This design comes from an exercise in tuning for small area on the open sky130 flow, not from production work.
RTL that was checked went through simulation tests only; none was proved equivalent to the original.
The RTL of run 3 was laid out without a check of its function.
Power and IR drop assume default switching activity.

==> flow/design.v <==
package memoria_dados_pkg;
  localparam int DATA_WIDTH = 16;
  localparam int ADDR_WIDTH = 16;
  localparam int NUM_WORDS = 128;
  localparam int WORD_INDEX_BITS = $clog2(NUM_WORDS);
  typedef logic [DATA_WIDTH-1:0] word_t;
  typedef logic [ADDR_WIDTH-1:0] addr_t;
  typedef logic [WORD_INDEX_BITS-1:0] idx_t;
endpackage
module decod_endereco_dados
(
  input  memoria_dados_pkg::addr_t endereco,
  output memoria_dados_pkg::idx_t  indice
);
  logic unused_bits;
  assign unused_bits = ^{endereco[memoria_dados_pkg::ADDR_WIDTH-1:memoria_dados_pkg::WORD_INDEX_BITS+1], endereco[0]};
  assign indice = endereco[memoria_dados_pkg::WORD_INDEX_BITS:1];
endmodule
module memoria_dados
(
  input  logic                     clock,
  input  logic                     reset_n,
  input  logic                     permisao_escrita,
  input  logic                     permisao_leitura,
  input  memoria_dados_pkg::addr_t endereco,
  input  memoria_dados_pkg::word_t dado_escrita,
  output memoria_dados_pkg::word_t dado_leitura
);
  memoria_dados_pkg::idx_t indice;
  memoria_dados_pkg::word_t mem_q [memoria_dados_pkg::NUM_WORDS];
  logic [memoria_dados_pkg::NUM_WORDS-1:0] valido_q;
  decod_endereco_dados u_decod (
    .endereco(endereco),
    .indice(indice)
  );
  always_ff @(posedge clock) begin
    for (int i = 0; i < memoria_dados_pkg::NUM_WORDS; i++)
      if (permisao_escrita && indice == i[memoria_dados_pkg::WORD_INDEX_BITS-1:0]) mem_q[i] <= dado_escrita;
  end
  always_ff @(posedge clock or negedge reset_n) begin
    if (!reset_n) begin
      valido_q <= '0;
    end else begin
      for (int i = 0; i < memoria_dados_pkg::NUM_WORDS; i++)
        if (permisao_escrita && indice == i[memoria_dados_pkg::WORD_INDEX_BITS-1:0]) valido_q[i] <= 1'b1;
    end
  end
  logic [memoria_dados_pkg::NUM_WORDS-1:0] sel_leitura;
  always_comb begin
    dado_leitura = '0;
    for (int i = 0; i < memoria_dados_pkg::NUM_WORDS; i++) begin
      sel_leitura[i] = permisao_leitura && valido_q[i] && indice == i[memoria_dados_pkg::WORD_INDEX_BITS-1:0];
      dado_leitura = dado_leitura | (mem_q[i] & {memoria_dados_pkg::DATA_WIDTH{sel_leitura[i]}});
    end
  end
endmodule
==> flow/run.sh <==
#!/bin/bash
# synth_recipe.tcl (not shown) runs the flow's synth.tcl, then flattens the netlist and writes it again
# the make line also repeats each setting of config.mk as NAME=value (left out here)
make -C /OpenROAD-flow-scripts/flow DESIGN_CONFIG=/design/flow/config.mk WORK_HOME=/design/flow/orfs CLKGATE_MAP_FILE= SYNTH_SCRIPT=/design/flow/synth_recipe.tcl finish
==> flow/config.mk <==
export PLATFORM = sky130hd
export DESIGN_NAME = memoria_dados
export DESIGN_NICKNAME = memoria_dados
export VERILOG_FILES = /design/flow/design.v
export SDC_FILE = /design/flow/constraint.sdc
export NUM_CORES = 4
export LEC_CHECK = 0
export CAP_MARGIN = 30
export CORE_MARGIN = 2
export CORE_UTILIZATION = 50
export CTS_BUF_LIST = sky130_fd_sc_hd__clkbuf_4 sky130_fd_sc_hd__clkbuf_8
export CTS_CLUSTER_DIAMETER = 80
export CTS_CLUSTER_SIZE = 16
export PLACE_DENSITY = 0.65
export SLEW_MARGIN = 20
==> flow/constraint.sdc <==
create_clock -name core_clock -period 12.0 [get_ports {clock}]
set_input_delay 2.4000 -clock core_clock [delete_from_list [all_inputs] [get_ports {clock}]]
set_output_delay 2.4000 -clock core_clock [all_outputs]
set_load 0.01 [all_outputs]
==> impl_metrics.yaml, run 1 <==
critical_path:
  r2r_start: "valido_q[35]$_DFFE_PN0P_"
  cp-end-kind: "output pin"
  r2r_slack_ns: 10.87
  ff2ff_path_depth: 1
  cp_slowest_cell: "a221oi_1"
  critPathLaunch: "endereco[7]"
  r2r-end: "valido_q[35]$_DFFE_PN0P_"
  slowest_delay_ns: 0.99
  crit_arrival_ns: 8.36
  worstSetupStartpointType: "primary input"
  crit_type: "in -> out"
  path_max_fanout: 20
  cp_cell_sequence: "clkdlybuf4s50_1 > and4b_1 > buf_4 > and3_2 > buf_4 > a221oi_1 > o221ai_1 > nor4_1 > nand4_1 > clkdlybuf4s50_1"
  required_ns: 9.60
timing:
  fin_tns_setup_ns: 0
  maxSlewHeadroom: 0.151
  timing.final.hold_violations: 0
  skew_ns: 0
  slew_viol_final: 0
  setup_viol: 0
  clock.fmax_ghz: 0.0929
  whs_ns: 0.466
  period_share: 0.897
  worstMarginPinSlew_ns: 1.27
  rsz0062_at_grt: "false"
  fin_crit_ns: 10.76
yosys:
  netlist_area_um2: 79300
  yosys_register_bits: 2176
  synth_top_area_frac: 0.775
  synthCells: 4411
  synth_edf_count: 2048
  avgSynthCellArea_um2: 18.0
  synth.most_common_cell: "edfxtp_1"
  synth_commonest_cells: "edfxtp_1 (2,048), a22oi_1 (514), clkbuf_1 (282), a22o_1 (212), a221oi_1 (206)"
  synth.lib_cells_used.distinct: 46
  synthFlopType: "edfxtp_1"
  ys.warnings.count: 2
  synth_area_leaders: "edfxtp_1 (78%), a22oi_1 (4.9%), dfrtp_1 (4.0%)"
  synthArstFlopShare: 0.0588
  yosys.area.top_type: "edfxtp_1"
  synth-seq-area-share: 0.816
detailed_routing:
  drt_iter0_drc: 13500
  ant_nets: 0
  via_per_inst: 8.04
  drc: 0
  drtPass1Iterations: 10
  avgRoutedWirePerCell_um: 54.6
  wl_um: 375000
  vias: 55200
clocking:
  root_buffer: "clkbuf_8"
  post-cts-setup-buffer-count: 0
  cts_resized: 0
  holdBufCountCts: 0
  clock-sinks: 2176
  cts_max_path_buffers: 3
  clkTransAtPathRegs_ns: 0.09
  numCtsBuffers: 155
  clk_latency_ns: 1.06
  htree_levels: 4
  cts_tree: "done"
worst_hold_path:
  holdPathStages: 1
  hold_path.class: "reg -> reg"
  min_to: "valido_q[38]$_DFFE_PN0P_"
  min_from: "valido_q[38]$_DFFE_PN0P_"
power:
  sequentialPowerShare: 0.666
  power.density_nw_per_um2: 144
  swShare: 0.220
  peakVddDrop_mv: 0.120
  p_leak_nw: 28.4
  power.internal_mw: 9.87
  total_power_mw: 12.7
  p_clk_frac: 0.303
  total_switching_power_mw: 2.78
  combPwrFrac: 0.031
die:
  core_area_um2: 158000
  rows: 146
  die_area_um2: 162000
  start_util: 0.502
  fp.dieW_um: 402
  die_y_um: 402
  pin_count: 52
global_routing:
  grt_usage: 0.457
  grt_start_max_net_pins: 88
  antenna_found_initial: 53
  gr-usage-met3: 0.289
  busiest_layer: "met2"
  grt_util_met1: 0.541
  grt-ovfl-total: 0
  use_met2: 0.588
  grt_pass1_vias: 47200
  grt_pass1_wl_um: 472000
cells_and_area:
  final_nets: 4712
  area_growth_pct: 10.6
  drive_above_1_share: 0.195
job:
  max_cap_violations: 0
place:
  routabilityCongestion: 1.09
  dp_hpwl_um: 234000
  port_buffers: 42
status:
  status: "no timing/DRC/antenna violations"
## logic make-up after synthesis
logic type      Yosys count  share of synthesized area
flops                  2176                      0.816
compound gates         1099                      0.110
simple gates            828                     0.0590
buf+inv                 308                     0.0155
## through the flow
stage	setup slack (ns)	cell area, um^2	cells	util
2_1_floorplan	4.75	79300	4411	-
3_3_place_gp	1.71	84100	6547	0.532
3_5_place_dp	1.65	84500	6571	0.535
4_1_cts	1.66	87300	6798	0.552
5_1_grt	1.48	87600	6823	0.554
6_report	1.24	87700	6863	0.555
## layout by cell type, fill, tap and decap left out, types with 23 or more instances in the layout
cell type / n
a221oi_1: 206
dfrtp_1: 128
buf_4: 344
and3_1: 92
edfxtp_1: 2048
nand3_1: 115
nor4_1: 31
nand2_1: 56
clkdlybuf4s50_1: 25
clkbuf_4: 57
o22ai_1: 30
o21ai_0: 26
a32oi_1: 32
a21oi_1: 23
a22oi_1: 514
nand4_1: 101
and2_1: 26
nor2_2: 94
or2_2: 128
clkbuf_8: 156
diode_2: 45
nor2_1: 27
and3_2: 42
a22o_1: 212
## power groups by stage
stage               sequential, mW  combinational, mW  clock (mW)
global placement              8.59              0.352           0
global route                  8.43              0.391        4.01
finish                        8.43              0.397        3.83
detailed placement            8.59              0.365           0
floorplan                     8.58              0.108           0
CTS                           8.42              0.365        3.75
## worst max-delay path, delay by kind of cell
kind / cells / cell delay (ns)
buf+inv: 4 / 2.11
simple gates: 4 / 2.06
compound gates: 2 / 1.77
## sequential cells by signal (all words and copies together) (netlist names)
name / cells
mem_q: 2048
valido_q: 128
## how the worst max path moves through the flow
stage	to	depth (start not counted)
5_1_grt	dado_leitura[6]	11
3_5_place_dp	dado_leitura[13]	11
6_report	dado_leitura[8]	10
3_3_place_gp	dado_leitura[13]	11
2_1_floorplan	dado_leitura[13]	11
4_1_cts	dado_leitura[13]	11
## layout make-up
cell class	count	area, um^2
multi-input cells	1927	14000
flip-flops and latches	2176	64700
well taps	2072	2590
clock buffers	210	2550
clock inverters	17	180
repair buffers	416	3580
diodes	45	113
fillers	12000	70300
## routing by layer
layer | vias up | part of all wire | routed length, um
met1 | 27500 | 0.31 | 115000
met2 | 7008 | 0.38 | 143000
met5 | - | 0.0022 | 811
li1 | 18800 | - | -
met4 | 50 | 0.10 | 38400
met3 | 1828 | 0.21 | 77300
==> run 2, diff against run 1 <==
==> flow/config.mk (replaced) <==
export PLATFORM = sky130hd
export DESIGN_NAME = memoria_dados
export DESIGN_NICKNAME = memoria_dados
export VERILOG_FILES = /design/flow/design.v
export SDC_FILE = /design/flow/constraint.sdc
export NUM_CORES = 4
export LEC_CHECK = 0
export CAP_MARGIN = 20
export CORE_MARGIN = 2
export CORE_UTILIZATION = 60
export CTS_BUF_LIST = sky130_fd_sc_hd__clkbuf_4 sky130_fd_sc_hd__clkbuf_8
export CTS_CLUSTER_SIZE = 30
export PLACE_DENSITY = 0.75
export SLEW_MARGIN = 20
==> run 2 against run 1 <==
  * Now fails the layout checks on max-capacitance violations
  * Largest power group unchanged
  * Final area rose by 3.4%
  * Register-to-register slack better by 0.11 ns
  * Synthesized cell count unchanged
  * Clock-buffer cell count grew 303
  * Synthesized area unchanged
  * Non-clock buffer count shrank 32
  * Clock skew is the same
  * Sequential share of layout area shrank 2.5 points
  * Utilization rose by 14 points
  * Combinational power about the same
  * Hold slack worse by 0.0069 ns
  * Cell count is 0.41% higher
  * Highest routed layer unchanged
==> impl_metrics.yaml, run 2 <==
timing:
  rsz0062_at_grt: "false"
  period_share: 0.908
  fin_crit_ns: 10.89
  setup_viol: 0
  post-route-worst-setup-slack_ns: 1.11
  skew_ns: 0
  slew_viol_final: 1
  maxSlewHeadroom: -0.00266
  fin_tns_setup_ns: 0
  worstMarginPinSlew_ns: 1.49
  whs_ns: 0.459
  clock.fmax_ghz: 0.0918
  timing.final.hold_violations: 0
cells_and_area:
  final_common_cell: "edfxtp_1"
  final_nets: 4875
  design_area_um2: 90700
  top_register: "mem_q"
  largest_reg_flops: 2048
  reg_top3: "mem_q x2048, valido_q x128"
  final_cell_mix: "edfxtp_1 (2,048), a22oi_1 (514), clkbuf_8 (372), buf_4 (345), a22o_1 (212)"
  stdcell_count: 6891
  finalCoreUtilization: 0.691
  area_growth_pct: 14.4
  drive_above_1_share: 0.238
  fillers: 8529
clocking:
  root_buffer: "clkbuf_8"
  cts_tree: "done"
  clk_latency_ns: 1.08
  clkTransAtPathRegs_ns: 0.06
  holdBufCountCts: 0
  cts_max_path_buffers: 4
  htree_levels: 5
  numCtsBuffers: 350
  post-cts-setup-buffer-count: 0
  cts_resized: 0
  clock-sinks: 2176
critical_path:
  critPathTopFamily: "simple AND/OR/NAND/NOR gates"
  required_ns: 9.60
  crit_top_cell: "buf_4"
  path_buf_inv: 5
  slowest_delay_ns: 1.08
  crit_type: "in -> out"
  worstSetupStartpointType: "primary input"
  cp_slowest_cell: "and3_1"
  cp_cell_sequence: "clkdlybuf4s50_1 > buf_4 > nor4bb_2 > buf_4 > and3_1 > buf_4 > a22oi_1 > nand3_1 > or4_1 > or4_1 > clkdlybuf4s50_1"
  path_max_fanout: 18
  crit_arrival_ns: 8.49
  cp-end-kind: "output pin"
status:
  so_faults: "max-capacitance violations"
  status: "complete, but fails checks"
global_routing:
  grt-ovfl-total: 0
  grt_usage: 0.560
  antenna_found_initial: 60
  grt_start_max_net_pins: 88
  grt_pass1_wl_um: 480000
  grt_pass1_vias: 49600
die:
  fp.dieW_um: 368
  pin_count: 52
  core_area_um2: 131000
  start_util: 0.604
  rows: 133
  die_y_um: 368
  die_area_um2: 135000
detailed_routing:
  drtPass1Iterations: 7
  avgRoutedWirePerCell_um: 55.1
  vias: 57100
  via_per_inst: 8.28
  drc: 0
  drt_iter0_drc: 14400
  ant_nets: 0
  wl_um: 380000
yosys:
  synth_commonest_cells: "edfxtp_1 (2,048), a22oi_1 (514), clkbuf_1 (282), a22o_1 (212), a221oi_1 (206)"
  synthFlopType: "edfxtp_1"
  synth.most_common_cell: "edfxtp_1"
  synth_top_area_frac: 0.775
  synth_area_leaders: "edfxtp_1 (78%), a22oi_1 (4.9%), dfrtp_1 (4.0%)"
  netlist_area_um2: 79300
  yosys_register_bits: 2176
  synthArstFlopShare: 0.0588
  yosys.area.top_type: "edfxtp_1"
  synth_edf_count: 2048
  avgSynthCellArea_um2: 18.0
  ys.warnings.count: 2
  synthCells: 4411
  synth-seq-area-share: 0.816
  synth.lib_cells_used.distinct: 46
place:
  dp_hpwl_um: 235000
  port_buffers: 42
  place_area_um2: 83800
  routabilityCongestion: 1.10
  dpl.cell_count: 6229
  pre_cts_ws_ns: 1.68
power:
  p_leak_nw: 30.2
  peakVddDrop_mv: 0.151
  power.density_nw_per_um2: 166
  total_power_mw: 15.1
job:
  max_cap_violations: 1
worst_hold_path:
  hold_path.class: "reg -> reg"
## run 2: cell counts after synthesis
No cell type changed its count.
## run 2: routing by layer
metal / track usage / vias up / wire [um] / part of all wire
met4: 0.474 / 48 / 42500 / 0.11
met2: 0.706 / 7802 / 145000 / 0.38
met1: 0.641 / 27600 / 110000 / 0.29
met5: 0.0242 / - / 855 / 0.0023
li1: - / 19300 / - / -
met3: 0.380 / 2221 / 81300 / 0.21
## run 2: worst paths after layout
check / start / to / slack (ns) / depth (start not counted)
max: endereco[3] / dado_leitura[14] / 1.11 / 11
max reg2reg: valido_q[14]$_DFFE_PN0P_ / valido_q[14]$_DFFE_PN0P_ / 10.98 / 1
min: valido_q[37]$_DFFE_PN0P_ / valido_q[37]$_DFFE_PN0P_ / 0.46 / 1
min reg2reg: valido_q[37]$_DFFE_PN0P_ / valido_q[37]$_DFFE_PN0P_ / 0.46 / 1
max in group asynchronous: reset_n / valido_q[111]$_DFFE_PN0P_ / 8.97 / 2
min in group asynchronous: reset_n / valido_q[37]$_DFFE_PN0P_ / 1.40 / 1
## run 2: cell type report
class	count	area, um^2	area share
timing repair buffer	384	3050	0.0336
clock buffer	513	6180	0.0681
antenna	50	125	0.00138
sequential	2176	64700	0.713
clock inverter	86	387	0.00426
tap	1755	2200	0.0242
multi-input combinational	1927	14100	0.155
## run 2: cell families (layout without fill, tap and decap cells)
group | Yosys count | count (layout) | share of synthesized area
other cells | 0 | 50 | 0
simple gates | 828 | 828 | 0.0590
compound gates | 1099 | 1099 | 0.110
buf+inv | 308 | 983 | 0.0155
flops | 2176 | 2176 | 0.816
## run 2: power breakdown
part	internal [mW]	switching [mW]	leakage (nW)
combinational	0.0868	0.308	6.63
sequential	8.39	0.0547	20.1
clock	3.29	2.93	3.51
==> run 3, diff against run 2 <==
--- a/flow/design.v
+++ b/flow/design.v
@@ -30,3 +30,3 @@
   memoria_dados_pkg::word_t mem_q [memoria_dados_pkg::NUM_WORDS];
-  logic [memoria_dados_pkg::NUM_WORDS-1:0] valido_q;
+  memoria_dados_pkg::word_t mem_d [memoria_dados_pkg::NUM_WORDS];
   decod_endereco_dados u_decod (
@@ -35,5 +35,7 @@
   );
-  always_ff @(posedge clock) begin
-    for (int i = 0; i < memoria_dados_pkg::NUM_WORDS; i++)
-      if (permisao_escrita && indice == i[memoria_dados_pkg::WORD_INDEX_BITS-1:0]) mem_q[i] <= dado_escrita;
+  always_comb begin
+    for (int i = 0; i < memoria_dados_pkg::NUM_WORDS; i++) begin
+      mem_d[i] = mem_q[i];
+      if (permisao_escrita && indice == i[memoria_dados_pkg::WORD_INDEX_BITS-1:0]) mem_d[i] = dado_escrita;
+    end
   end
@@ -41,16 +43,8 @@
     if (!reset_n) begin
-      valido_q <= '0;
+      for (int i = 0; i < memoria_dados_pkg::NUM_WORDS; i++) mem_q[i] <= '0;
     end else begin
-      for (int i = 0; i < memoria_dados_pkg::NUM_WORDS; i++)
-        if (permisao_escrita && indice == i[memoria_dados_pkg::WORD_INDEX_BITS-1:0]) valido_q[i] <= 1'b1;
+      for (int i = 0; i < memoria_dados_pkg::NUM_WORDS; i++) mem_q[i] <= mem_d[i];
     end
   end
-  logic [memoria_dados_pkg::NUM_WORDS-1:0] sel_leitura;
-  always_comb begin
-    dado_leitura = '0;
-    for (int i = 0; i < memoria_dados_pkg::NUM_WORDS; i++) begin
-      sel_leitura[i] = permisao_leitura && valido_q[i] && indice == i[memoria_dados_pkg::WORD_INDEX_BITS-1:0];
-      dado_leitura = dado_leitura | (mem_q[i] & {memoria_dados_pkg::DATA_WIDTH{sel_leitura[i]}});
-    end
-  end
+  assign dado_leitura = permisao_leitura ? mem_q[indice] : '0;
 endmodule
==> flow/config.mk (replaced) <==
export PLATFORM = sky130hd
export DESIGN_NAME = memoria_dados
export DESIGN_NICKNAME = memoria_dados
export VERILOG_FILES = /design/flow/design.v
export SDC_FILE = /design/flow/constraint.sdc
export NUM_CORES = 4
export LEC_CHECK = 0
export CAP_MARGIN = 30
export CORE_MARGIN = 2
export CORE_UTILIZATION = 30
export PLACE_DENSITY = 0.5
export SLEW_MARGIN = 20
==> run 3 against run 2 <==
  * The run now finishes clean
  * First-iteration DRC count shrank 19%
  * Utilization shrank 34 points
  * Flip-flop and latch count shrank 128
  * Clock power grew 16%
  * Non-clock buffer count grew 96
  * Critical path depth grew 1
==> impl_metrics.yaml, run 3 <==
place:
  dp_hpwl_um: 331000
  port_buffers: 42
  routabilityCongestion: 1.02
yosys:
  synthCells: 6754
  synth_area_leaders: "dfrtp_1 (56%), mux2_2 (26%), a22oi_1 (4.0%)"
  synth_edf_count: 0
  synth_commonest_cells: "mux2_2 (2,077), dfrtp_1 (2,048), a22oi_1 (488), clkbuf_1 (373), buf_2 (190)"
  synth.lib_cells_used.distinct: 85
  netlist_area_um2: 91600
  synth.most_common_cell: "mux2_2"
  synth-seq-area-share: 0.560
  yosys.area.top_type: "dfrtp_1"
  yosys_register_bits: 2048
  synthArstFlopShare: 1.00
  synth_top_area_frac: 0.560
  ys.warnings.count: 3
  synthFlopType: "dfrtp_1"
  avgSynthCellArea_um2: 13.6
timing:
  clock.fmax_ghz: 0.0944
  rsz0062_at_grt: "false"
  fin_crit_ns: 10.59
  timing.final.hold_violations: 0
  period_share: 0.882
  worstMarginPinSlew_ns: 1.26
  setup_viol: 0
  fin_tns_setup_ns: 0
  slew_viol_final: 0
  skew_ns: 0
  maxSlewHeadroom: 0.160
power:
  total_switching_power_mw: 4.23
  p_clk_frac: 0.440
  p_leak_nw: 49.2
  power.internal_mw: 12.2
  combPwrFrac: 0.088
  sequentialPowerShare: 0.472
  total_power_mw: 16.4
  power.density_nw_per_um2: 155
  swShare: 0.257
  peakVddDrop_mv: 0.157
die:
  core_area_um2: 303000
  start_util: 0.302
  pin_count: 52
  rows: 202
  die_area_um2: 310000
  fp.dieW_um: 557
  die_y_um: 557
job:
  max_cap_violations: 0
global_routing:
  gr-usage-met3: 0.133
  grt_util_met1: 0.403
  grt-ovfl-total: 0
  grt_start_max_net_pins: 171
  antenna_found_initial: 72
  grt_pass1_vias: 68000
  grt_usage: 0.327
  use_met2: 0.450
  busiest_layer: "met2"
  grt_pass1_wl_um: 672000
clocking:
  cts_resized: 0
  holdBufCountCts: 0
  htree_levels: 4
  root_buffer: "clkbuf_16"
  numCtsBuffers: 226
  cts_max_path_buffers: 3
  clk_latency_ns: 0.91
  cts_tree: "done"
  clock-sinks: 2048
  clkTransAtPathRegs_ns: 0.06
  post-cts-setup-buffer-count: 0
cells_and_area:
  register_area_um2: 51200
  final_cell_mix: "mux2_2 (2,077), dfrtp_1 (2,048), a22oi_1 (488), buf_4 (378), clkbuf_16 (232)"
  fillers: 29400
  multi_input_area_um2: 37900
  largest_reg_flops: 2048
  final_nets: 6842
  reg_top3: "mem_q x2048"
  area_growth_pct: 16.0
  final_common_cell: "mux2_2"
  drive_above_1_share: 0.439
  top_register: "mem_q"
critical_path:
  ff2ff_path_depth: 1
  r2r_slack_ns: 11.14
  worstSetupStartpointType: "primary input"
  path_max_fanout: 24
  required_ns: 9.60
  crit_type: "in -> out"
  cp-end-kind: "output pin"
  r2r_start: "mem_q[33][1]$_DFFE_PN0P_"
  crit_arrival_ns: 8.19
  r2r-end: "mem_q[33][1]$_DFFE_PN0P_"
detailed_routing:
  drc: 0
  via_per_inst: 6.60
  drtPass1Iterations: 10
  drt_iter0_drc: 11600
  ant_nets: 0
  vias: 72700
  wl_um: 518000
  avgRoutedWirePerCell_um: 47.0
worst_hold_path:
  holdPathStages: 1
  min_from: "mem_q[68][7]$_DFFE_PN0P_"
  min_to: "mem_q[68][7]$_DFFE_PN0P_"
  hold_path.class: "reg -> reg"
status:
  status: "no timing/DRC/antenna violations"
## run 3: cell count changes in the layout (fill, tap and decap cells not counted), sizes merged, moves of 127 or more
cell,change
edfxtp,-2048
dfrtp,+1920
or2,-127
clkbuf,-153
a221oi,-142
mux2,+2083
## run 3: cell families (layout without fill, tap and decap cells)
logic type,Yosys count,count (layout),synth area share
AO/OA/AOI/OAI,1195,1195,0.101
buffers and inverters,660,895,0.0340
other,0,51,0
multiplexers,2115,2115,0.260
AND/OR/NAND/NOR,736,736,0.0454
flip-flops,2048,2048,0.560
## run 3: critical path: stages
cell and delay, ns:
buf_4 0.44, buf_4 0.53, or3b_4 0.61, buf_4 0.71, nor2_2 0.27, buf_4 0.29
a32oi_1 0.17, nand4_1 0.19, or4_1 0.78, nor3_1 0.64, a41oi_1 0.36, clkdlybuf4s50_1 0.59
## run 3: metal layers
layer / vias up / share of wire
li1: 25800 / -
met1: 39000 / 0.37
met2: 6143 / 0.40
met3: 1758 / 0.14
met4: 46 / 0.092
met5: - / 0.0012
## run 3: area by class of cell
| cell class | instances | share of cell area |
|---|---|---|
| Sequential cell | 2048 | 0.482 |
| Multi-Input combinational cell | 4046 | 0.357 |
| Clock buffer | 360 | 0.0652 |
| Tap cell | 3978 | 0.0468 |
| Timing Repair Buffer | 480 | 0.0413 |
| Clock inverter | 51 | 0.00612 |
| Antenna cell | 51 | 0.00120 |
| Inverter | 4 | 0.000141 |
## run 3: how the worst max path moves through the flow
stage	startpoint	end	slack [ns]	cells after the start
floorplan	endereco[3]	dado_leitura[4]	4.93	12
global placement	endereco[2]	dado_leitura[11]	1.58	10
global route	endereco[2]	dado_leitura[5]	1.67	11
detailed placement	endereco[2]	dado_leitura[5]	1.95	11
CTS	endereco[6]	dado_leitura[3]	1.96	12
finish	endereco[6]	dado_leitura[3]	1.41	12
## run 3: power by group through the flow
stage | registers [mW] | logic (mW) | clock network (mW)
2_1_floorplan | 7.78 | 0.783 | 0
3_3_place_gp | 7.84 | 1.36 | 0
3_5_place_dp | 7.87 | 1.41 | 0
4_1_cts | 7.75 | 1.41 | 7.23
5_1_grt | 7.82 | 1.49 | 7.51
6_report | 7.76 | 1.45 | 7.23
## run 3: metrics by stage
stage               instance area, um^2   util  hold WS, ns  setup WS, ns  std cells
global placement                  97900  0.323        0.465          1.58      10500
CTS                              106000  0.349        0.494          1.96      11000
finish                           106000  0.350        0.494          1.41      11000
floorplan                         91600      -        0.456          4.93       6754
global route                     106000  0.350        0.507          1.67      11000
detailed placement                98300  0.324        0.481          1.95      10500
==> run 4, diff against run 3 <==
==> flow/design.v (replaced) <==
package memoria_dados_pkg;
  localparam int DATA_WIDTH = 16;
  localparam int ADDR_WIDTH = 16;
  localparam int NUM_WORDS = 128;
  localparam int WORD_INDEX_BITS = $clog2(NUM_WORDS);
  typedef logic [DATA_WIDTH-1:0] word_t;
  typedef logic [ADDR_WIDTH-1:0] addr_t;
  typedef logic [WORD_INDEX_BITS-1:0] idx_t;
endpackage
module decod_endereco_dados
(
  input  memoria_dados_pkg::addr_t endereco,
  output memoria_dados_pkg::idx_t  indice
);
  assign indice = endereco[memoria_dados_pkg::WORD_INDEX_BITS:1];
endmodule
module sel_aoi3
(
  input  logic [2:0] dado,
  input  logic [2:0] sel,
  output logic       y_n
);
  assign y_n = ~|(dado & sel);
endmodule
module sel_escrita
(
  input  logic w,
  input  logic w_n,
  input  logic d,
  input  logic q,
  output logic y
);
  assign y = (w & d) | (w_n & q);
endmodule
module memoria_dados
(
  input  logic                     clock,
  input  logic                     reset_n,
  input  logic                     permisao_escrita,
  input  logic                     permisao_leitura,
  input  memoria_dados_pkg::addr_t endereco,
  input  memoria_dados_pkg::word_t dado_escrita,
  output memoria_dados_pkg::word_t dado_leitura
);
  localparam int NW = memoria_dados_pkg::NUM_WORDS;
  localparam int DW = memoria_dados_pkg::DATA_WIDTH;
  localparam int NG = (NW + 2) / 3;
  memoria_dados_pkg::idx_t indice;
  memoria_dados_pkg::word_t mem_q [NW];
  logic [NW-1:0] valido_q;
  decod_endereco_dados u_decod (
    .endereco(endereco),
    .indice(indice)
  );
  logic [NW-1:0] esc;
  logic [NW-1:0] esc_n;
  always_comb begin
    for (int i = 0; i < NW; i++) begin
      esc[i]   = permisao_escrita && indice == i[memoria_dados_pkg::WORD_INDEX_BITS-1:0];
      esc_n[i] = ~esc[i];
    end
  end
  memoria_dados_pkg::word_t mem_d [NW];
  for (genvar i = 0; i < NW; i++) begin : g_pal
    for (genvar b = 0; b < DW; b++) begin : g_bit
      sel_escrita u_esc (
        .w(esc[i]),
        .w_n(esc_n[i]),
        .d(dado_escrita[b]),
        .q(mem_q[i][b]),
        .y(mem_d[i][b])
      );
    end
  end
  always_ff @(posedge clock) begin
    for (int i = 0; i < NW; i++) mem_q[i] <= mem_d[i];
  end
  always_ff @(posedge clock or negedge reset_n) begin
    if (!reset_n) begin
      valido_q <= '0;
    end else begin
      for (int i = 0; i < NW; i++)
        if (esc[i]) valido_q[i] <= 1'b1;
    end
  end
  logic [3*NG-1:0] sel_leitura;
  always_comb begin
    sel_leitura = '0;
    for (int i = 0; i < NW; i++)
      sel_leitura[i] = permisao_leitura && valido_q[i] && indice == i[memoria_dados_pkg::WORD_INDEX_BITS-1:0];
  end
  for (genvar b = 0; b < DW; b++) begin : g_bit
    logic [3*NG-1:0] coluna;
    logic [NG-1:0]   parcial_n;
    for (genvar i = 0; i < 3*NG; i++) begin : g_col
      if (i < NW) begin : g_w
        assign coluna[i] = mem_q[i][b];
      end else begin : g_z
        assign coluna[i] = 1'b0;
      end
    end
    for (genvar g = 0; g < NG; g++) begin : g_grp
      sel_aoi3 u_aoi (
        .dado(coluna[3*g +: 3]),
        .sel(sel_leitura[3*g +: 3]),
        .y_n(parcial_n[g])
      );
    end
    assign dado_leitura[b] = ~&parcial_n;
  end
endmodule
--- a/flow/config.mk
+++ b/flow/config.mk
@@ -9,4 +9,9 @@
 export CORE_MARGIN = 2
-export CORE_UTILIZATION = 30
-export PLACE_DENSITY = 0.5
+export CORE_UTILIZATION = 50
+export CTS_BUF_LIST = sky130_fd_sc_hd__clkbuf_4 sky130_fd_sc_hd__clkbuf_8
+export CTS_CLUSTER_DIAMETER = 80
+export CTS_CLUSTER_SIZE = 16
+export PLACE_DENSITY = 0.65
 export SLEW_MARGIN = 20
+export SYNTH_HIERARCHICAL = 1
+export SYNTH_MINIMUM_KEEP_SIZE = 0
==> run 4 against run 3 <==
  * Still clean
  * Die area down 51%
  * Sequential share of layout area rose by 6.6 points
  * Clock power down 48%
  * Sequential power rose by 5.8%
  * Synthesized cell count decreased by 14%
  * Register-to-register slack better by 0.07 ns
  * Clock skew is the same
  * Largest power group unchanged
==> impl_metrics.yaml, run 4 <==
critical_path:
  critPathTopFamily: "simple AND/OR/NAND/NOR gates"
  path_buf_inv: 3
  crit_type: "in -> out"
  cp-end-kind: "output pin"
  critPathLaunch: "endereco[7]"
  ff2ff_path_depth: 1
  crit_arrival_ns: 7.90
  crit_top_cell: "clkdlybuf4s50_1"
  slowest_delay_ns: 1.07
  cp_cell_sequence: "clkdlybuf4s50_1 > nand2b_1 > nor3_2 > buf_4 > and3_1 > a222oi_1 > nand4_1 > nor4_2 > nand3_1 > clkdlybuf4s50_1"
  cp_slowest_cell: "nor4_2"
  worstSetupStartpointType: "primary input"
  crit_path_end: "dado_leitura[13]"
  r2r_start: "valido_q[111]$_DFFE_PN0P_"
  path_max_fanout: 16
  path_depth: 10
  r2r_slack_ns: 11.21
  r2r-end: "valido_q[111]$_DFFE_PN0P_"
  required_ns: 9.60
clocking:
  cts_tree: "done"
  clkTransAtPathRegs_ns: 0.10
  cts_resized: 0
  numCtsBuffers: 153
  clock-sinks: 2176
  root_buffer: "clkbuf_8"
  cts_max_path_buffers: 3
  clk_latency_ns: 0.93
  post-cts-setup-buffer-count: 0
  holdBufCountCts: 0
  htree_levels: 4
place:
  place_area_um2: 77700
  routabilityCongestion: 0.880
  port_buffers: 42
  dp_hpwl_um: 155000
cells_and_area:
  largest_reg_flops: 2048
  finalCoreUtilization: 0.547
  reg_top3: "mem_q x2048, valido_q x128"
  design_area_um2: 80600
  drive_above_1_share: 0.0733
  top_register: "mem_q"
  final_cell_mix: "a22o_1 (2,048), dfxtp_1 (2,048), a222oi_1 (688), nand4_1 (161), clkbuf_8 (158)"
  area_growth_pct: 8.79
  final_nets: 6108
die:
  start_util: 0.503
  fp.dieW_um: 389
  pin_count: 52
  die_area_um2: 151000
  rows: 141
  core_area_um2: 147000
  die_y_um: 389
detailed_routing:
  ant_nets: 0
  drtPass1Iterations: 13
  wl_um: 261000
  avgRoutedWirePerCell_um: 32.3
  drc: 0
  drt_iter0_drc: 10800
  via_per_inst: 7.36
  vias: 59400
global_routing:
  grt_pass1_vias: 55300
  grt_usage: 0.328
  grt_start_max_net_pins: 84
  grt-ovfl-total: 0
  grt_pass1_wl_um: 379000
  antenna_found_initial: 12
yosys:
  yosys_register_bits: 2176
  synth_edf_count: 0
  synth.lib_cells_used.distinct: 39
  netlist_area_um2: 74100
  synthArstFlopShare: 0.0588
  avgSynthCellArea_um2: 12.8
  ys.warnings.count: 10
  yosys.area.top_type: "dfxtp_1"
  synth-seq-area-share: 0.597
  synth_area_leaders: "dfxtp_1 (55%), a22o_1 (24%), a222oi_1 (9.3%)"
  synth_commonest_cells: "a22o_1 (2,048), dfxtp_1 (2,048), a222oi_1 (688), nand4_1 (161)"
  synthFlopType: "dfxtp_1"
  synth_top_area_frac: 0.554
  synthCells: 5785
worst_hold_path:
  min_from: "valido_q[60]$_DFFE_PN0P_"
  hold_path.class: "reg -> reg"
status:
  status: "no timing/DRC/antenna violations"
timing:
  rsz0062_at_grt: "false"
  skew_ns: 0
  timing.final.hold_violations: 0
  period_share: 0.858
  maxSlewHeadroom: 0.227
  clock.fmax_ghz: 0.0971
  fin_tns_setup_ns: 0
  setup_viol: 0
  whs_ns: 0.463
  slew_viol_final: 0
  worstMarginPinSlew_ns: 1.15
  fin_crit_ns: 10.30
power:
  power.density_nw_per_um2: 159
  peakVddDrop_mv: 0.107
  total_power_mw: 12.8
  p_leak_nw: 32.5
job:
  max_cap_violations: 0
[run 4: cell count changes after synthesis, moves of 171 or more]
cell and delta:
a22oi_1 -488, a22o_1 +1950, buf_2 -171, mux2_2 -2077, dfxtp_1 +2048, a222oi_1 +622
clkbuf_1 -349, dfrtp_1 -1920
[run 4: worst min-delay path by stage]
stage	depth (start not counted)	end	slack, ns
2_1_floorplan	1	valido_q[108]$_DFFE_PN0P_	0.42
3_3_place_gp	1	valido_q[99]$_DFFE_PN0P_	0.43
3_5_place_dp	1	valido_q[108]$_DFFE_PN0P_	0.44
4_1_cts	1	valido_q[108]$_DFFE_PN0P_	0.46
5_1_grt	1	valido_q[60]$_DFFE_PN0P_	0.47
6_report	1	valido_q[60]$_DFFE_PN0P_	0.46
[run 4: cell type report]
type                            instances  area, um^2
Tap cell                             1930        2410
Antenna cell                            7        17.5
Clock buffer                          217        2620
Inverter                              120         450
Timing Repair Buffer                  161        1390
Clock inverter                          8        63.8
Sequential cell                      2176       44200
Fill cell                           12400       66700
Multi-Input combinational cell       3460       29400
[run 4: report_power, final]
part	leakage (nW)	internal [mW]	switching, mW	total, mW
sequential	18.4	7.87	0.342	8.21
combinational	12.7	0.434	0.408	0.842
clock	1.42	1.40	2.33	3.73
total	32.5	9.70	3.08	12.8
[run 4: kinds of logic after synthesis]
kind of cell	synth area share
AND/OR/NAND/NOR	0.0568
AO/OA/AOI/OAI	0.336
flip-flops	0.597
other	0.0000506
buffers and inverters	0.0103
[run 4: layer usage]
layer / wire length, um / global-route usage / share of wire
met4: 10600 / 0.131 / 0.041
met3: 28200 / 0.0675 / 0.11
met1: 109000 / 0.479 / 0.42
met2: 112000 / 0.473 / 0.43
met5: 38 / 0 / 0.00015
[run 4: metrics by stage]
| stage | setup slack, ns | instances |
|---|---|---|
| floorplan | 5.31 | 5816 |
| global placement | 1.73 | 7833 |
| detailed placement | 1.76 | 7838 |
| CTS | 1.75 | 8063 |
| global route | 1.84 | 8076 |
| finish | 1.70 | 8079 |
[run 4: per-module statistics from Yosys, one instance, submodules excluded]
module | times used | cells inside | flops+latches
sel_aoi3 | 688 | 1 | 0
sel_escrita | 2048 | 1 | 0
memoria_dados | 1 | 3042 | 2176
decod_endereco_dados | 1 | 7 | 0
==> run 5, diff against run 4 <==
--- a/flow/design.v
+++ b/flow/design.v
@@ -46,3 +46,4 @@
   localparam int DW = memoria_dados_pkg::DATA_WIDTH;
-  localparam int NG = (NW + 2) / 3;
+  localparam int NG = NW / 3;
+  localparam int NR = NW - 3 * NG;
   memoria_dados_pkg::idx_t indice;
@@ -85,5 +86,4 @@
   end
-  logic [3*NG-1:0] sel_leitura;
+  logic [NW-1:0] sel_leitura;
   always_comb begin
-    sel_leitura = '0;
     for (int i = 0; i < NW; i++)
@@ -92,10 +92,6 @@
   for (genvar b = 0; b < DW; b++) begin : g_bit
-    logic [3*NG-1:0] coluna;
-    logic [NG-1:0]   parcial_n;
-    for (genvar i = 0; i < 3*NG; i++) begin : g_col
-      if (i < NW) begin : g_w
-        assign coluna[i] = mem_q[i][b];
-      end else begin : g_z
-        assign coluna[i] = 1'b0;
-      end
+    logic [NW-1:0] coluna;
+    logic [NG-1:0] parcial_n;
+    for (genvar i = 0; i < NW; i++) begin : g_col
+      assign coluna[i] = mem_q[i][b];
     end
@@ -108,3 +104,7 @@
     end
-    assign dado_leitura[b] = ~&parcial_n;
+    if (NR > 0) begin : g_resto
+      assign dado_leitura[b] = ~&parcial_n | |(coluna[NW-1:3*NG] & sel_leitura[NW-1:3*NG]);
+    end else begin : g_sem_resto
+      assign dado_leitura[b] = ~&parcial_n;
+    end
   end
--- a/flow/config.mk
+++ b/flow/config.mk
@@ -10,3 +10,3 @@
 export CORE_UTILIZATION = 50
-export CTS_BUF_LIST = sky130_fd_sc_hd__clkbuf_4 sky130_fd_sc_hd__clkbuf_8
+export CTS_BUF_LIST = sky130_fd_sc_hd__clkbuf_8
 export CTS_CLUSTER_DIAMETER = 80
==> run 5 against run 4 <==
  * Critical endpoint is now dado_leitura[7]
  * First-iteration DRC count is 2.0% lower
  * Global-route usage down 1.0 points
  * Combinational power is 4.9% lower
  * Final area decreased by 1.1%
  * Sequential power is essentially flat
  * Clock skew unchanged
  * Flip-flop and latch count stayed put
  * Non-clock buffer count shrank 8
  * Worst setup slack worse by 0.016 ns
  * Hold slack gained 0.0051 ns
==> impl_metrics.yaml, run 5 <==
global_routing:
  grt_pass1_wl_um: 367000
  gr-usage-met3: 0.0595
  use_met2: 0.460
  grt_start_max_net_pins: 88
  grt_usage: 0.318
  busiest_layer: "met1"
  grt_util_met1: 0.467
  grt-ovfl-total: 0
  grt_pass1_vias: 54400
  antenna_found_initial: 14
yosys:
  avgSynthCellArea_um2: 12.8
  synth-xor-area-share: 0
  synth-simple-area-share: 0.0503
  ys.warnings.count: 10
  synth_top_area_frac: 0.557
  synth_area_leaders: "dfxtp_1 (56%), a22o_1 (24%), a222oi_1 (9.1%)"
  yosys_register_bits: 2176
  synth.lib_cells_used.distinct: 25
  yosys.area.top_type: "dfxtp_1"
  netlist_area_um2: 73600
  muxShareOfSynthArea: 0
  synth_top_family_by_area: "compound AO/OA/AOI/OAI gates"
  synth_compound_area_frac: 0.339
  synthArstFlopShare: 0.0588
  synth_commonest_cells: "a22o_1 (2,048), dfxtp_1 (2,048), a222oi_1 (672), nand4_1 (161), nand2_1 (149)"
  synthAdderAreaFrac: 0
  synth-seq-area-share: 0.601
  synthFlopType: "dfxtp_1"
  synth_edf_count: 0
  synthCells: 5761
critical_path:
  ff2ff_path_depth: 1
  cp_slowest_cell: "nor4_2"
  critPathLaunch: "endereco[2]"
  r2r-end: "valido_q[127]$_DFFE_PN0P_"
  crit_arrival_ns: 7.91
  crit_path_end: "dado_leitura[7]"
  crit_top_cell: "clkdlybuf4s50_1"
  cp_cell_sequence: "clkdlybuf4s50_1 > nand2b_1 > nor2_2 > buf_4 > and3_1 > a222oi_1 > nand4_1 > nor4_2 > o2111ai_1 > clkdlybuf4s50_1"
  cp-end-kind: "output pin"
  worstSetupStartpointType: "primary input"
  crit_type: "in -> out"
  path_buf_inv: 3
  r2r_slack_ns: 11.22
  critPathTopFamily: "simple AND/OR/NAND/NOR gates"
  path_max_fanout: 16
  required_ns: 9.60
  path_depth: 10
  slowest_delay_ns: 0.97
  r2r_start: "valido_q[127]$_DFFE_PN0P_"
detailed_routing:
  vias: 58500
  wl_um: 252000
  drc: 0
  ant_nets: 0
  via_per_inst: 7.31
  avgRoutedWirePerCell_um: 31.4
  drtPass1Iterations: 13
  drt_iter0_drc: 10600
die:
  die_area_um2: 150000
  fp.dieW_um: 388
  start_util: 0.504
  die_y_um: 388
  pin_count: 52
  core_area_um2: 146000
  rows: 140
clocking:
  clock-sinks: 2176
  holdBufCountCts: 0
  clk_latency_ns: 0.88
  cts_max_path_buffers: 3
  clkTransAtPathRegs_ns: 0.10
  htree_levels: 4
  post-cts-setup-buffer-count: 0
  cts_tree: "done"
  root_buffer: "clkbuf_8"
  cts_resized: 0
  numCtsBuffers: 154
cells_and_area:
  reg_top3: "mem_q x2048, valido_q x128"
  top_register: "mem_q"
  area_growth_pct: 8.35
  final_cell_mix: "a22o_1 (2,048), dfxtp_1 (2,048), a222oi_1 (672), inv_1 (186), clkbuf_8 (162)"
  fillers: 12400
  final_nets: 6055
  drive_above_1_share: 0.0532
  largest_reg_flops: 2048
timing:
  fin_crit_ns: 10.31
  fin_tns_setup_ns: 0
  maxSlewHeadroom: 0.257
  period_share: 0.859
  skew_ns: 0
  rsz0062_at_grt: "false"
  worstMarginPinSlew_ns: 1.11
  slew_viol_final: 0
  setup_viol: 0
  clock.fmax_ghz: 0.0970
  timing.final.hold_violations: 0
place:
  routabilityCongestion: 0.862
  dp_hpwl_um: 148000
  port_buffers: 42
power:
  swShare: 0.242
  sequentialPowerShare: 0.653
  p_clk_frac: 0.284
  peakVddDrop_mv: 0.148
  total_switching_power_mw: 3.05
  combPwrFrac: 0.064
  total_power_mw: 12.6
  p_leak_nw: 32.9
  power.density_nw_per_um2: 158
  power.internal_mw: 9.53
worst_hold_path:
  holdPathStages: 1
  hold_path.class: "reg -> reg"
status:
  status: "no timing/DRC/antenna violations"
job:
  max_cap_violations: 0
## run 5: cell count changes in the layout (fill, tap and decap cells not counted), sizes merged, moves of 32 or more
cell and delta:
nand2b +68, or2 -55, nor2 -56, nand3 -34, inv +65, nand2 +74
clkbuf -57, conb -32
## run 5: routing by layer
| metal | routed length [um] | share of wire | vias up |
|---|---|---|---|
| li1 | - | - | 25200 |
| met1 | 107000 | 0.43 | 29500 |
| met2 | 108000 | 0.43 | 3346 |
| met4 | 10400 | 0.041 | 10 |
| met3 | 25800 | 0.10 | 435 |
| met5 | 74 | 0.00029 | - |
## run 5: cell families after synthesis
kind of cell,after synthesis
buffers and inverters,179
AND/OR/NAND/NOR,654
flip-flops,2176
AO/OA/AOI/OAI,2752
## run 5: layout make-up
type / instances / area (um^2) / share of cell area
antenna: 4 / 10.0 / 0.000126
clock buffer: 162 / 2230 / 0.0280
clock inverter: 67 / 292 / 0.00366
inverter: 128 / 480 / 0.00603
multi-input combinational: 3406 / 28700 / 0.360
sequential: 2176 / 44200 / 0.555
tap: 1917 / 2400 / 0.0301
timing repair buffer: 153 / 1370 / 0.0172
## run 5: power groups by stage
stage | sequential (mW) | combinational [mW] | clock (mW)
floorplan | 8.27 | 0.503 | 0
global placement | 8.34 | 0.751 | 0
detailed placement | 8.35 | 0.785 | 0
CTS | 8.20 | 0.788 | 3.63
global route | 8.28 | 0.862 | 3.88
finish | 8.21 | 0.801 | 3.57
## run 5: per-module statistics from Yosys (local to each module, per instance)
module                flip-flops and latches  area (um^2)
memoria_dados                           2176        48900
decod_endereco_dados                       0         52.6
sel_aoi3                                   0         10.0
sel_escrita                                0         8.76
## run 5: worst min-delay path by stage
stage / slack (ns) / startpoint / endpoint
after floorplan: 0.43 / valido_q[0]$_DFFE_PN0P_ / valido_q[0]$_DFFE_PN0P_
after global placement: 0.44 / valido_q[24]$_DFFE_PN0P_ / valido_q[24]$_DFFE_PN0P_
after detailed placement: 0.44 / valido_q[55]$_DFFE_PN0P_ / valido_q[55]$_DFFE_PN0P_
after CTS: 0.47 / valido_q[14]$_DFFE_PN0P_ / valido_q[14]$_DFFE_PN0P_
after global routing: 0.48 / valido_q[116]$_DFFE_PN0P_ / valido_q[116]$_DFFE_PN0P_
final: 0.47 / valido_q[45]$_DFFE_PN0P_ / valido_q[45]$_DFFE_PN0P_
## run 5: through the flow
stage	hold WS (ns)	area [um^2]	setup WS, ns	std cells	util
after floorplan	0.425	73600	5.22	5761	-
after global placement	0.440	77000	1.92	7769	0.528
after detailed placement	0.444	77100	1.97	7774	0.528
after CTS	0.469	79600	1.96	8003	0.545
after global routing	0.479	79700	1.76	8011	0.546
final	0.468	79700	1.69	8013	0.546
==> run 6, diff against run 5 <==
--- a/flow/config.mk
+++ b/flow/config.mk
@@ -9,3 +9,3 @@
 export CORE_MARGIN = 2
-export CORE_UTILIZATION = 50
+export CORE_UTILIZATION = 60
 export CTS_BUF_LIST = sky130_fd_sc_hd__clkbuf_8
@@ -13,3 +13,3 @@
 export CTS_CLUSTER_SIZE = 16
-export PLACE_DENSITY = 0.65
+export PLACE_DENSITY = 0.75
 export SLEW_MARGIN = 20
==> run 6 against run 5 <==
  * Still clean
  * Sequential power is essentially flat
  * Critical path depth is the same
  * Final area shrank 0.67%
  * Clock-buffer cell count shrank 2
  * Combinational power is essentially flat
  * Sequential share of layout area grew 0.37 points
  * Die area shrank 17%
  * Register-to-register slack is essentially flat
  * Critical endpoint is now dado_leitura[6]
==> impl_metrics.yaml, run 6 <==
status:
  status: "no timing/DRC/antenna violations"
clocking:
  cts_tree: "done"
  post-cts-setup-buffer-count: 0
  numCtsBuffers: 154
  cts_resized: 0
  htree_levels: 4
  root_buffer: "clkbuf_8"
  clk_latency_ns: 0.90
  cts_max_path_buffers: 3
  holdBufCountCts: 0
  clkTransAtPathRegs_ns: 0.10
  clock-sinks: 2176
detailed_routing:
  ant_nets: 0
  drtPass1Iterations: 11
  avgRoutedWirePerCell_um: 31.5
  wl_um: 243000
  vias: 59500
  via_per_inst: 7.72
  drc: 0
  drt_iter0_drc: 12400
worst_hold_path:
  hold_path.class: "reg -> reg"
  min_from: "valido_q[77]$_DFFE_PN0P_"
place:
  port_buffers: 42
  dp_hpwl_um: 143000
  routabilityCongestion: 0.908
critical_path:
  critPathTopFamily: "simple AND/OR/NAND/NOR gates"
  cp_cell_sequence: "clkdlybuf4s50_1 > nand2b_1 > nor2_2 > buf_4 > and3_1 > a222oi_1 > nand4_1 > nor4_1 > o2111ai_1 > clkdlybuf4s50_1"
  worstSetupStartpointType: "primary input"
  r2r_start: "valido_q[127]$_DFFE_PN0P_"
  crit_arrival_ns: 7.76
  path_buf_inv: 3
  crit_type: "in -> out"
  critPathLaunch: "endereco[3]"
  path_max_fanout: 16
  cp_slowest_cell: "nor4_1"
  cp-end-kind: "output pin"
  slowest_delay_ns: 0.96
  crit_top_cell: "clkdlybuf4s50_1"
  required_ns: 9.60
yosys:
  synth.lib_cells_used.distinct: 25
  netlist_area_um2: 73600
  synth_edf_count: 0
  yosys.area.top_type: "dfxtp_1"
  ys.warnings.count: 10
  synth_area_leaders: "dfxtp_1 (56%), a22o_1 (24%), a222oi_1 (9.1%)"
  synth_commonest_cells: "a22o_1 (2,048), dfxtp_1 (2,048), a222oi_1 (672), nand4_1 (161), nand2_1 (149)"
  avgSynthCellArea_um2: 12.8
  yosys_register_bits: 2176
  synthFlopType: "dfxtp_1"
  synthCells: 5761
  synthArstFlopShare: 0.0588
  synth-seq-area-share: 0.601
  synth_top_area_frac: 0.557
job:
  max_cap_violations: 0
global_routing:
  grt_pass1_wl_um: 358000
  grt_start_max_net_pins: 88
  grt_pass1_vias: 55400
  antenna_found_initial: 17
  grt_usage: 0.369
  grt-ovfl-total: 0
power:
  peakVddDrop_mv: 0.135
  power.density_nw_per_um2: 159
  total_power_mw: 12.6
  p_leak_nw: 32.8
die:
  start_util: 0.604
  pin_count: 52
  fp.dieW_um: 354
  die_area_um2: 125000
  die_y_um: 354
  rows: 128
  core_area_um2: 122000
timing:
  period_share: 0.846
  timing.final.hold_violations: 0
  fin_crit_ns: 10.16
  skew_ns: 0
  clock.fmax_ghz: 0.0984
  rsz0062_at_grt: "false"
  maxSlewHeadroom: 0.240
  worstMarginPinSlew_ns: 1.13
  slew_viol_final: 0
  setup_viol: 0
  fin_tns_setup_ns: 0
cells_and_area:
  largest_reg_flops: 2048
  area_growth_pct: 7.62
  top_register: "mem_q"
  final_nets: 6029
  drive_above_1_share: 0.0485
  reg_top3: "mem_q x2048, valido_q x128"
  final_cell_mix: "a22o_1 (2,048), dfxtp_1 (2,048), a222oi_1 (672), inv_1 (189), nand4_1 (161)"
## run 6: logic make-up (layout without fill, tap and decap cells)
family / count (synthesis) / count (layout) / share of synthesized area
compound gates: 2752 / 2752 / 0.339
flops: 2176 / 2176 / 0.601
simple gates: 654 / 654 / 0.0503
buf+inv: 179 / 485 / 0.0101
other cells: 0 / 10 / 0
## run 6: layout make-up
type,count,area (um^2)
clock buffer,160,2200
sequential,2176,44200
fill,9356,42500
multi-input combinational,3406,28700
timing repair buffer,127,1170
antenna,10,25.0
tap,1625,2030
inverter,128,480
clock inverter,70,332
## run 6: per-module statistics from Yosys (local to each module, per instance)
module                cell area [um^2]  cells inside
decod_endereco_dados              52.6             7
sel_escrita                       8.76             1
memoria_dados                    48900          3034
sel_aoi3                          10.0             1
## run 6: per-stage QoR
step / setup slack [ns] / utilization / std cells / instance area, um^2 / hold slack, ns
final: 1.84 / 0.650 / 7702 / 79200 / 0.466
after detailed placement: 2.13 / 0.629 / 7458 / 76500 / 0.444
after floorplan: 5.22 / - / 5761 / 73600 / 0.425
after global routing: 1.96 / 0.650 / 7697 / 79200 / 0.480
after CTS: 2.12 / 0.649 / 7688 / 79100 / 0.468
after global placement: 2.05 / 0.628 / 7451 / 76400 / 0.440
## run 6: where the power goes
| group | internal (mW) | switching (mW) | leakage, nW |
|---|---|---|---|
| combinational | 0.420 | 0.381 | 12.9 |
| clock | 1.25 | 2.30 | 1.51 |
| sequential | 7.87 | 0.346 | 18.4 |
| total | 9.55 | 3.03 | 32.8 |
## run 6: per-layer routing
metal  share of wire  vias up  routed length (um)  global-route usage
met5         0.00020        -                  49                   0
met4           0.048        8               11700               0.166
met3            0.13      560               31000              0.0907
met2            0.42     4098              103000               0.525
met1            0.40    29600               97300               0.531
li1                -    25200                   -                   -
## run 6: worst paths after layout
kind                                                   to  slack, ns  cells after the start
worst max-delay path                      dado_leitura[6]       1.84                     10
worst min-delay path             valido_q[77]$_DFFE_PN0P_       0.47                      1
worst max register to register  valido_q[127]$_DFFE_PN0P_      11.22                      1
worst min register to register   valido_q[77]$_DFFE_PN0P_       0.47                      1
max in group asynchronous       valido_q[114]$_DFFE_PN0P_       9.35                      2
min in group asynchronous        valido_q[47]$_DFFE_PN0P_       1.39                      1
==> run 7, diff against run 6 <==
--- a/flow/design.v
+++ b/flow/design.v
@@ -27,3 +27,3 @@
   input  logic w,
-  input  logic w_n,
+  input  logic h,
   input  logic d,
@@ -32,3 +32,3 @@
 );
-  assign y = (w & d) | (w_n & q);
+  assign y = (w & d) | (h & q);
 endmodule
@@ -50,3 +50,3 @@
   memoria_dados_pkg::word_t mem_q [NW];
-  logic [NW-1:0] valido_q;
+  logic valido_q;
   decod_endereco_dados u_decod (
@@ -56,7 +56,7 @@
   logic [NW-1:0] esc;
-  logic [NW-1:0] esc_n;
+  logic [NW-1:0] ret;
   always_comb begin
     for (int i = 0; i < NW; i++) begin
-      esc[i]   = permisao_escrita && indice == i[memoria_dados_pkg::WORD_INDEX_BITS-1:0];
-      esc_n[i] = ~esc[i];
+      esc[i] = permisao_escrita && indice == i[memoria_dados_pkg::WORD_INDEX_BITS-1:0];
+      ret[i] = valido_q && !esc[i];
     end
@@ -68,3 +68,3 @@
         .w(esc[i]),
-        .w_n(esc_n[i]),
+        .h(ret[i]),
         .d(dado_escrita[b]),
@@ -79,8 +79,4 @@
   always_ff @(posedge clock or negedge reset_n) begin
-    if (!reset_n) begin
-      valido_q <= '0;
-    end else begin
-      for (int i = 0; i < NW; i++)
-        if (esc[i]) valido_q[i] <= 1'b1;
-    end
+    if (!reset_n) valido_q <= 1'b0;
+    else if (permisao_escrita) valido_q <= 1'b1;
   end
@@ -89,3 +85,3 @@
     for (int i = 0; i < NW; i++)
-      sel_leitura[i] = permisao_leitura && valido_q[i] && indice == i[memoria_dados_pkg::WORD_INDEX_BITS-1:0];
+      sel_leitura[i] = permisao_leitura && valido_q && indice == i[memoria_dados_pkg::WORD_INDEX_BITS-1:0];
   end
--- a/flow/config.mk
+++ b/flow/config.mk
@@ -9,3 +9,3 @@
 export CORE_MARGIN = 2
-export CORE_UTILIZATION = 60
+export CORE_UTILIZATION = 50
 export CTS_BUF_LIST = sky130_fd_sc_hd__clkbuf_8
@@ -13,3 +13,3 @@
 export CTS_CLUSTER_SIZE = 16
-export PLACE_DENSITY = 0.75
+export PLACE_DENSITY = 0.65
 export SLEW_MARGIN = 20
==> run 7 against run 6 <==
  * Register-to-register slack got worse by 2.7 ns
  * Utilization fell by 9.7 points
  * Worst setup slack got worse by 0.26 ns
  * Sequential share of layout area fell by 2.6 points
  * Largest power group unchanged
  * Clock power fell by 5.9%
  * Fmax fell by 2.5%
  * Hold slack improved by 0.011 ns
  * Sequential power fell by 6.4%
  * Largest cell class unchanged
==> impl_metrics.yaml, run 7 <==
status:
  status: "no timing/DRC/antenna violations"
critical_path:
  required_ns: 9.60
  worstSetupStartpointType: "primary input"
  crit_arrival_ns: 8.01
  cp_slowest_cell: "nor3_1"
  path_buf_inv: 5
  critPathTopFamily: "simple AND/OR/NAND/NOR gates"
  crit_type: "in -> out"
  slowest_delay_ns: 0.97
  cp-end-kind: "output pin"
  path_max_fanout: 23
  cp_cell_sequence: "clkdlybuf4s50_1 > buf_4 > and2b_1 > nand2_2 > buf_4 > nor2_1 > buf_6 > a222oi_1 > nand4_1 > nor3_1 > o2111ai_1 > clkdlybuf4s50_1"
global_routing:
  antenna_found_initial: 5
  grt_pass1_vias: 54100
  grt_start_max_net_pins: 85
  grt-ovfl-total: 0
  grt_usage: 0.336
  grt_pass1_wl_um: 365000
timing:
  setup_viol: 0
  fin_tns_setup_ns: 0
  worstMarginPinSlew_ns: 1.10
  timing.final.hold_violations: 0
  skew_ns: 0.0333
  slew_viol_final: 0
  maxSlewHeadroom: 0.269
  rsz0062_at_grt: "false"
  post-route-worst-setup-slack_ns: 1.59
  period_share: 0.868
  clock.fmax_ghz: 0.0960
  fin_crit_ns: 10.41
yosys:
  synth_area_leaders: "dfxtp_1 (59%), a22o_1 (26%), a222oi_1 (9.6%)"
  synthCells: 5542
  netlist_area_um2: 69900
  yosys_register_bits: 2049
  synth-seq-area-share: 0.587
  synth.lib_cells_used.distinct: 24
  avgSynthCellArea_um2: 12.6
  synth_top_area_frac: 0.586
  synth-simple-area-share: 0.0365
  yosys.area.top_type: "dfxtp_1"
  synthAdderAreaFrac: 0
  ys.warnings.count: 10
  synth_top_family_by_area: "compound AO/OA/AOI/OAI gates"
  synthArstFlopShare: 0.000488
  synth-xor-area-share: 0
  synthFlopType: "dfxtp_1"
  synth_edf_count: 0
  synth_compound_area_frac: 0.368
  muxShareOfSynthArea: 0.00229
  synth_commonest_cells: "a22o_1 (2,048), dfxtp_1 (2,048), a222oi_1 (672), nor2_1 (257), nand4_1 (162)"
power:
  power.internal_mw: 8.94
  p_clk_frac: 0.283
  peakVddDrop_mv: 0.109
  power.density_nw_per_um2: 153
  combPwrFrac: 0.067
  swShare: 0.244
  total_switching_power_mw: 2.88
  p_leak_nw: 29.4
  sequentialPowerShare: 0.651
clocking:
  clk_latency_ns: 0.94
  htree_levels: 4
  holdBufCountCts: 0
  cts_tree: "done"
  root_buffer: "clkbuf_8"
  cts_resized: 0
  cts_max_path_buffers: 3
  clkTransAtPathRegs_ns: 0.09
  post-cts-setup-buffer-count: 0
  clock-sinks: 2049
  numCtsBuffers: 146
cells_and_area:
  final_cell_mix: "a22o_1 (2,048), dfxtp_1 (2,048), a222oi_1 (672), buf_4 (238), nor2_1 (219)"
  final_nets: 5972
  area_growth_pct: 10.2
  largest_reg_flops: 2048
  drive_above_1_share: 0.0876
  top_register: "mem_q"
  reg_top3: "mem_q x2048, valido_q x1"
detailed_routing:
  wl_um: 250000
  via_per_inst: 7.39
  vias: 57900
  drc: 0
  drtPass1Iterations: 13
  drt_iter0_drc: 10600
  ant_nets: 0
  avgRoutedWirePerCell_um: 32.0
die:
  start_util: 0.502
  pin_count: 52
  die_area_um2: 143000
  fp.dieW_um: 378
  core_area_um2: 139000
  rows: 137
  die_y_um: 378
place:
  dp_hpwl_um: 152000
  pre_cts_ws_ns: 1.95
  port_buffers: 42
  routabilityCongestion: 0.898
worst_hold_path:
  hold_path.class: "reg -> reg"
job:
  max_cap_violations: 0
## run 7: cell types whose count changed after synthesis, moves of 7 or more
| cell | before | now |
|---|---|---|
| nor2_1 | 19 | 257 |
| a22oi_1 | 16 | 0 |
| o21a_1 | 0 | 127 |
| mux2i_1 | 0 | 16 |
| and3_1 | 126 | 1 |
| nand3_1 | 0 | 12 |
| dfrtp_1 | 128 | 1 |
| inv_1 | 128 | 0 |
| nor3_2 | 7 | 0 |
| nand2_1 | 149 | 34 |
| buf_2 | 12 | 48 |
| nand2b_1 | 135 | 0 |
## run 7: kinds of logic after synthesis
group	after synthesis
AOI/OAI and AO/OA	2863
DFF	2049
and+or+nand+nor	526
buffers and inverters	88
muxes	16
## run 7: worst paths after layout
path	startpoint	end	slack, ns	cells after the start
setup reg to reg	valido_q$_DFFE_PN0P_	mem_q[38][1]$_DFF_P_	8.54	4
min in group asynchronous	reset_n	valido_q$_DFFE_PN0P_	1.58	1
setup / recovery	endereco[1]	dado_leitura[13]	1.59	12
hold / removal	mem_q[111][15]$_DFF_P_	mem_q[111][15]$_DFF_P_	0.48	1
hold reg to reg	mem_q[111][15]$_DFF_P_	mem_q[111][15]$_DFF_P_	0.48	1
max in group asynchronous	reset_n	valido_q$_DFFE_PN0P_	10.31	1
## run 7: per-layer routing
metal  vias to the layer above  wire length, um  track usage
li1                      24900                -            -
met1                     29100           106000        0.484
met2                      3456           108000        0.488
met3                       422            27400       0.0805
met4                         2             9120        0.124
met5                         -                8            0
## run 7: Yosys stat by module (local to each module, per instance)
module	cells	times used	area, um^2
sel_aoi3	1	672	10.0
decod_endereco_dados	7	1	52.6
sel_escrita	1	2048	8.76
memoria_dados	2815	1	45200
## run 7: stage by stage
stage / total power, mW / utilization / std cells / hold slack [ns] / instance area [um^2]
after global placement: 8.55 / 0.530 / 7573 / 0.451 / 73800
after detailed placement: 8.59 / 0.537 / 7662 / 0.452 / 74800
after floorplan: 8.22 / - / 5542 / 0.439 / 69900
after CTS: 11.8 / 0.553 / 7824 / 0.481 / 77000
after global routing: 12.2 / 0.553 / 7828 / 0.490 / 77000
final: 11.8 / 0.553 / 7828 / 0.477 / 77000
## run 7: cell type report
cell class / instances / area (um^2)
Clock inverter: 7 / 47.5
Fill cell: 11800 / 62200
Timing Repair Buffer: 334 / 2850
Antenna cell: 2 / 5.00
Tap cell: 1876 / 2350
Sequential cell: 2049 / 41000
Multi-Input combinational cell: 3405 / 28600
Clock buffer: 155 / 2130
## run 7: power groups by stage
stage	combinational (mW)	clock, mW	sequential, mW
detailed placement	0.768	0	7.82
finish	0.787	3.34	7.69
global route	0.842	3.61	7.75
floorplan	0.480	0	7.74
CTS	0.772	3.38	7.67
global placement	0.735	0	7.81

[afterwards: timing with drivers on the ports]
The flow's constraints put no driver on any port. The routed layouts listed below were extracted and timed again, unchanged, in two steps.
Step 1 (the two cells are an assumption about what drives the block):
set clk [get_ports {clock}]
set_driving_cell -lib_cell sky130_fd_sc_hd__clkbuf_16 $clk
set_driving_cell -lib_cell sky130_fd_sc_hd__buf_2 [delete_from_list [all_inputs] $clk]
Step 2, shift: input delay + t, output delay - t, t = (earliest + latest rising clock arrival at the registers) / 2. This alone moves slack from input paths to output paths.
Three values: ideal ports, drivers, drivers and shift; two values: the first two.
run	shift t [ns]	setup WS [ns]	hold slack, ns	clock arrival spread, ns	worst register clock-pin slew, ns
run 1	1.099	1.238 / 1.189 / 1.189	0.466 / 0.466 / 0.466	0.095 / 0.095	0.12 / 0.12
run 2	1.147	1.106 / 1.060 / 1.060	0.459 / 0.459 / 0.459	0.099 / 0.099	0.07 / 0.07
run 3	0.997	1.411 / 1.380 / 1.380	0.494 / 0.494 / 0.494	0.056 / 0.056	0.07 / 0.07
run 4	1.012	1.702 / 1.609 / 1.609	0.463 / 0.463 / 0.463	0.048 / 0.048	0.12 / 0.12
run 5	0.985	1.686 / 1.582 / 1.582	0.468 / 0.468 / 0.468	0.055 / 0.055	0.11 / 0.11
run 6	0.985	1.842 / 1.753 / 1.753	0.466 / 0.466 / 0.466	0.045 / 0.046	0.12 / 0.12
run 7	1.010	1.586 / 1.551 / 1.551	0.477 / 0.477 / 0.477	0.045 / 0.045	0.11 / 0.11
The setup slack of run 5, which loses most, moves by -0.104 ns with the drivers and by -0.104 ns with both steps.
